This is an optimization exercise on Yosys and OpenROAD, whose aim is small area, a short achievable clock period and few clock cycles per item, not a production implementation. At most, simulation tests tie the RTL to the original design; equivalence was not proved.

==> flow/design.v <==
package boreal_ledger_pkg;
  localparam logic [31:0] LEDGER_CHAIN_SEED = 32'hB0EA_1000;
  typedef logic [0:0] rd_state_t;
  localparam rd_state_t R_IDLE    = 1'b0;
  localparam rd_state_t R_PRESENT = 1'b1;
  localparam int CHAIN_LSB     = 0;
  localparam int COMMITTED_BIT = 32;
  localparam int POLICY_LSB    = 33;
  localparam int NONCE_LSB     = 65;
  localparam int OPCODE_LSB    = 97;
  localparam int SEQ_LSB       = 129;
  localparam int ENTRY_W       = 161;
  function automatic logic [31:0] ledger_chain_mix(
    input logic [31:0] chain,
    input logic [31:0] seq,
    input logic [31:0] opcode,
    input logic [31:0] nonce,
    input logic [31:0] policy_hash,
    input logic        committed
  );
    ledger_chain_mix = {chain[26:0], chain[31:27]} ^ seq ^ opcode ^ nonce ^ policy_hash
           ^ {31'b0, committed};
  endfunction
endpackage
import boreal_ledger_pkg::*;
module boreal_ledger_mem
#(
  parameter int NS = 15,
  parameter int FW = 97,
  parameter int LW = 49
) (
  input  logic          clk,
  input  logic [NS-1:0] we,
  input  logic [FW-1:0] wr_data,
  input  logic [NS-1:0] rd_sel,
  input  logic [NS-1:0] rd_seln,
  output logic [FW-1:0] rd_data
);
  logic [FW-1:0] mem [NS];
  always_ff @(posedge clk) begin
    for (int i = 0; i < NS; i++) begin
      if (we[i]) begin
        mem[i] <= wr_data;
      end
    end
  end
  always_comb begin
    rd_data = '0;
    for (int i = 0; i < NS; i++) begin
      rd_data = rd_data | (mem[i] & {{(FW-LW){!rd_seln[i]}}, {LW{rd_sel[i]}}});
    end
  end
endmodule
import boreal_ledger_pkg::*;
module boreal_ledger
#(
  parameter int DEPTH = 16,
  parameter int AW    = $clog2(DEPTH)
) (
  input  logic          clk,
  input  logic          rst,
  input  logic          ledger_wr_en,
  input  logic [31:0]   wr_opcode,
  input  logic [31:0]   wr_nonce,
  input  logic          wr_committed,
  input  logic [31:0]   wr_policy_hash,
  input  logic          rd_ready,
  output logic          rd_valid,
  output logic [31:0]   rd_seq,
  output logic [31:0]   rd_opcode,
  output logic [31:0]   rd_nonce,
  output logic [31:0]   rd_policy_hash,
  output logic          rd_committed,
  output logic [31:0]   rd_chain,
  output logic [AW:0]   ledger_count,
  output logic          ledger_full,
  output logic          overflow,
  output logic [15:0]   drop_count,
  output logic [31:0]   chain_head
);
  localparam int NS = DEPTH - 2;    
  localparam int FW = 97;           
  logic [31:0]   seq_ctr;
  logic [NS-1:0] wr_oh;             
  logic [NS-1:0] rd_oh;             
  logic [NS-1:0] rd_ohn;            
  logic [NS-1:0] wr_free;           
  logic [NS-1:0] wr_oh_next;
  logic [AW-1:0] ring_cnt;          
  logic          ring_any;          
  logic          nx_valid;          
  logic [FW-1:0] nx_fields;
  logic          pop;
  logic          wr_accept;
  logic          head_load;
  logic          nx_load;
  logic [31:0]   chain_next;
  logic [31:0]   seq_inc;
  logic [31:0]   head_chain;
  logic [AW:0]   count_next;
  logic [AW:0]   count_inc;
  logic [AW:0]   count_dec;
  logic [AW-1:0] ring_inc;
  logic [AW-1:0] ring_dec;
  logic          c_all1, c_all0, r_all1, r_all0;
  logic          full_next;
  logic          cnt_up;
  logic          cnt_dn;
  logic          ring_up;
  logic          ring_dn;
  logic [AW-1:0] ring_cnt_next;
  logic          ring_any_next;
  logic [NS-1:0] ring_we;
  logic [FW-1:0] wr_fields;
  logic [FW-1:0] rg_fields;
  assign pop = rd_valid && rd_ready;
  assign wr_accept = ledger_wr_en && (!ledger_full || rd_ready);
  assign head_load = nx_valid && (!rd_valid || rd_ready);
  assign nx_load   = ring_any && (!nx_valid || head_load);
  assign chain_next = boreal_ledger_pkg::ledger_chain_mix(chain_head, seq_ctr, wr_opcode,
                                       wr_nonce, wr_policy_hash,
                                       wr_committed);
  assign wr_fields = {wr_opcode, wr_nonce, wr_policy_hash, wr_committed};
  assign ring_we = wr_free | (wr_oh & {NS{rd_ready}});
  assign wr_oh_next = wr_accept ? {wr_oh[NS-2:0], wr_oh[NS-1]} : wr_oh;
  boreal_ledger_mem #(
    .NS (NS),
    .FW (FW)
  ) u_mem (
    .clk     (clk),
    .we      (ring_we),
    .wr_data (wr_fields),
    .rd_sel  (rd_oh),
    .rd_seln (rd_ohn),
    .rd_data (rg_fields)
  );
  assign seq_inc    = rd_seq + 32'd1;
  assign head_chain = boreal_ledger_pkg::ledger_chain_mix(rd_chain, seq_inc, nx_fields[96:65],
                                       nx_fields[64:33], nx_fields[32:1],
                                       nx_fields[0]);
  always_comb begin
    c_all1 = 1'b1;
    c_all0 = 1'b1;
    for (int i = 0; i <= AW; i++) begin
      count_inc[i] = ledger_count[i] ^ c_all1;
      count_dec[i] = ledger_count[i] ^ c_all0;
      c_all1 = c_all1 & ledger_count[i];
      c_all0 = c_all0 & !ledger_count[i];
    end
    r_all1 = 1'b1;
    r_all0 = 1'b1;
    for (int i = 0; i < AW; i++) begin
      ring_inc[i] = ring_cnt[i] ^ r_all1;
      ring_dec[i] = ring_cnt[i] ^ r_all0;
      r_all1 = r_all1 & ring_cnt[i];
      r_all0 = r_all0 & !ring_cnt[i];
    end
  end
  assign cnt_up  = wr_accept && !pop;
  assign cnt_dn  = pop && !wr_accept;
  assign count_next = cnt_up ? count_inc : cnt_dn ? count_dec : ledger_count;
  assign full_next  = cnt_up ? (ledger_count == 5'd15) :
                      cnt_dn ? 1'b0 : ledger_full;
  assign ring_up  = wr_accept && !nx_load;
  assign ring_dn  = nx_load && !wr_accept;
  assign ring_cnt_next = ring_up ? ring_inc : ring_dn ? ring_dec : ring_cnt;
  assign ring_any_next = wr_accept || ring_cnt[AW-1:1] != '0 || (ring_cnt[0] && !nx_load);
  always_ff @(posedge clk) begin
    if (rst) begin
      seq_ctr      <= '0;
      chain_head   <= LEDGER_CHAIN_SEED;
      ledger_count <= '0;
      ledger_full  <= 1'b0;
      rd_valid     <= 1'b0;
      nx_valid     <= 1'b0;
      ring_any     <= 1'b0;
      ring_cnt     <= '0;
      overflow     <= 1'b0;
      drop_count   <= '0;
      rd_seq       <= '1;
      rd_chain     <= LEDGER_CHAIN_SEED;
      wr_oh        <= NS'(1);
      wr_free      <= NS'(1);
      rd_oh        <= NS'(1);
      rd_ohn       <= ~NS'(1);
    end else begin
      if (wr_accept) begin
        seq_ctr    <= seq_ctr + 32'd1;
        chain_head <= chain_next;
      end else if (ledger_wr_en) begin
        overflow <= 1'b1;
        if (drop_count != 16'hFFFF) begin
          drop_count <= drop_count + 16'd1;
        end
      end
      if (nx_load) begin
        rd_oh  <= {rd_oh[NS-2:0], rd_oh[NS-1]};
        rd_ohn <= {rd_ohn[NS-2:0], rd_ohn[NS-1]};
      end
      if (head_load) begin
        rd_seq   <= seq_inc;
        rd_chain <= head_chain;
      end
      ledger_count <= count_next;
      ledger_full  <= full_next;
      wr_oh        <= wr_oh_next;
      wr_free      <= wr_oh_next & {NS{!full_next}};
      rd_valid     <= head_load || (rd_valid && !rd_ready);
      nx_valid     <= nx_load || (nx_valid && !head_load);
      ring_any     <= ring_any_next;
      ring_cnt     <= ring_cnt_next;
    end
  end
  always_ff @(posedge clk) begin
    if (nx_load) begin
      nx_fields <= rg_fields;
    end
  end
  always_ff @(posedge clk) begin
    if (rst) begin
      {rd_opcode, rd_nonce, rd_policy_hash, rd_committed} <= '0;
    end else if (head_load) begin
      {rd_opcode, rd_nonce, rd_policy_hash, rd_committed} <= nx_fields;
    end
  end
endmodule
Settings: LEC_CHECK=0, CAP_MARGIN=20, CORE_MARGIN=2, CORE_UTILIZATION=40, CTS_CLUSTER_DIAMETER=80, CTS_CLUSTER_SIZE=30, SETUP_SLACK_MARGIN=2.8, SLEW_MARGIN=20; clock period 5.0 ns.
standard.sh (not shown) runs the stock make flow with config.mk's settings and CLKGATE_MAP_FILE= SYNTH_SCRIPT=/design/flow/synth_recipe.tcl, a recipe that flattens the netlist after the stock synthesis.
==> flow/flow/run.sh <==
#!/bin/bash
# The standard layout, with plain buffers (buf_2) instead of the default
# delay-type cell on the ports. Full tool output goes to standard.log here and
# to the ORFS logs under orfs/logs/.
set -euo pipefail
bash standard.sh "BUFFER_PORTS_ARGS=-buffer_cell sky130_fd_sc_hd__buf_2" finish > standard.log 2>&1
The baseline ran to the end with no violations.
Change:
--- a/flow/design.v
+++ b/flow/design.v
@@ -27,6 +27,5 @@
 #(
   parameter int NS = 15,
-  parameter int FW = 97,
-  parameter int LW = 49
+  parameter int FW = 97
 ) (
   input  logic          clk,
@@ -34,5 +33,4 @@
   input  logic [FW-1:0] wr_data,
   input  logic [NS-1:0] rd_sel,
-  input  logic [NS-1:0] rd_seln,
   output logic [FW-1:0] rd_data
 );
@@ -48,5 +46,5 @@
     rd_data = '0;
     for (int i = 0; i < NS; i++) begin
-      rd_data = rd_data | (mem[i] & {{(FW-LW){!rd_seln[i]}}, {LW{rd_sel[i]}}});
+      rd_data = rd_data | (mem[i] & {FW{rd_sel[i]}});
     end
   end
@@ -84,5 +82,4 @@
   logic [NS-1:0] wr_oh;             
   logic [NS-1:0] rd_oh;             
-  logic [NS-1:0] rd_ohn;            
   logic [NS-1:0] wr_free;           
   logic [NS-1:0] wr_oh_next;
@@ -132,5 +129,4 @@
     .wr_data (wr_fields),
     .rd_sel  (rd_oh),
-    .rd_seln (rd_ohn),
     .rd_data (rg_fields)
   );
@@ -183,5 +179,4 @@
       wr_free      <= NS'(1);
       rd_oh        <= NS'(1);
-      rd_ohn       <= ~NS'(1);
     end else begin
       if (wr_accept) begin
@@ -195,6 +190,5 @@
       end
       if (nx_load) begin
-        rd_oh  <= {rd_oh[NS-2:0], rd_oh[NS-1]};
-        rd_ohn <= {rd_ohn[NS-2:0], rd_ohn[NS-1]};
+        rd_oh <= {rd_oh[NS-2:0], rd_oh[NS-1]};
       end
       if (head_load) begin
What happened:
- global-route usage rises by 0.75 points
- area after synthesis falls slightly
- die area falls slightly
- core utilization rises by 0.78 points
- flip-flop and latch count falls by 14
- clock skew falls by 0.0092 ns
Testbench counts after the change, summed over its fixed seeds: cycles 13,362, items 12,000.
Only the layout flow was run in the first run of this note; the RTL was not checked for function there.

## afterwards: timing with drivers on the ports
How much do the figures lean on ideal ports? The routed layouts below were timed once more, with nothing changed but the port constraints.
Step 1 (the two cells are an assumption about what drives the block):
set clk [get_ports {clk}]
set_driving_cell -lib_cell sky130_fd_sc_hd__clkbuf_16 $clk
set_driving_cell -lib_cell sky130_fd_sc_hd__buf_2 [delete_from_list [all_inputs] $clk]
Step 2 also shifts input and output timing later by t, the mid clock arrival at the registers, as if the neighbouring blocks saw the same clock.
Slacks: no drivers / after step 1 / after step 2; pairs: no drivers / after step 1.
run | t (ns) | setup WS [ns] | worst setup path at the end | clock arrival spread, ns | worst slew at a driven data input, ns
the first run | 0.794 | 2.718 / 2.633 / 2.067 | input to register | 0.058 / 0.057 | 0.22
the second run | 0.810 | 2.740 / 2.656 / 2.054 | input to register | 0.057 / 0.057 | 0.21
After both steps setup and hold are still met in every run listed. The setup slack of the second run, which loses most, moves by -0.084 ns with the drivers and by -0.686 ns with both steps.
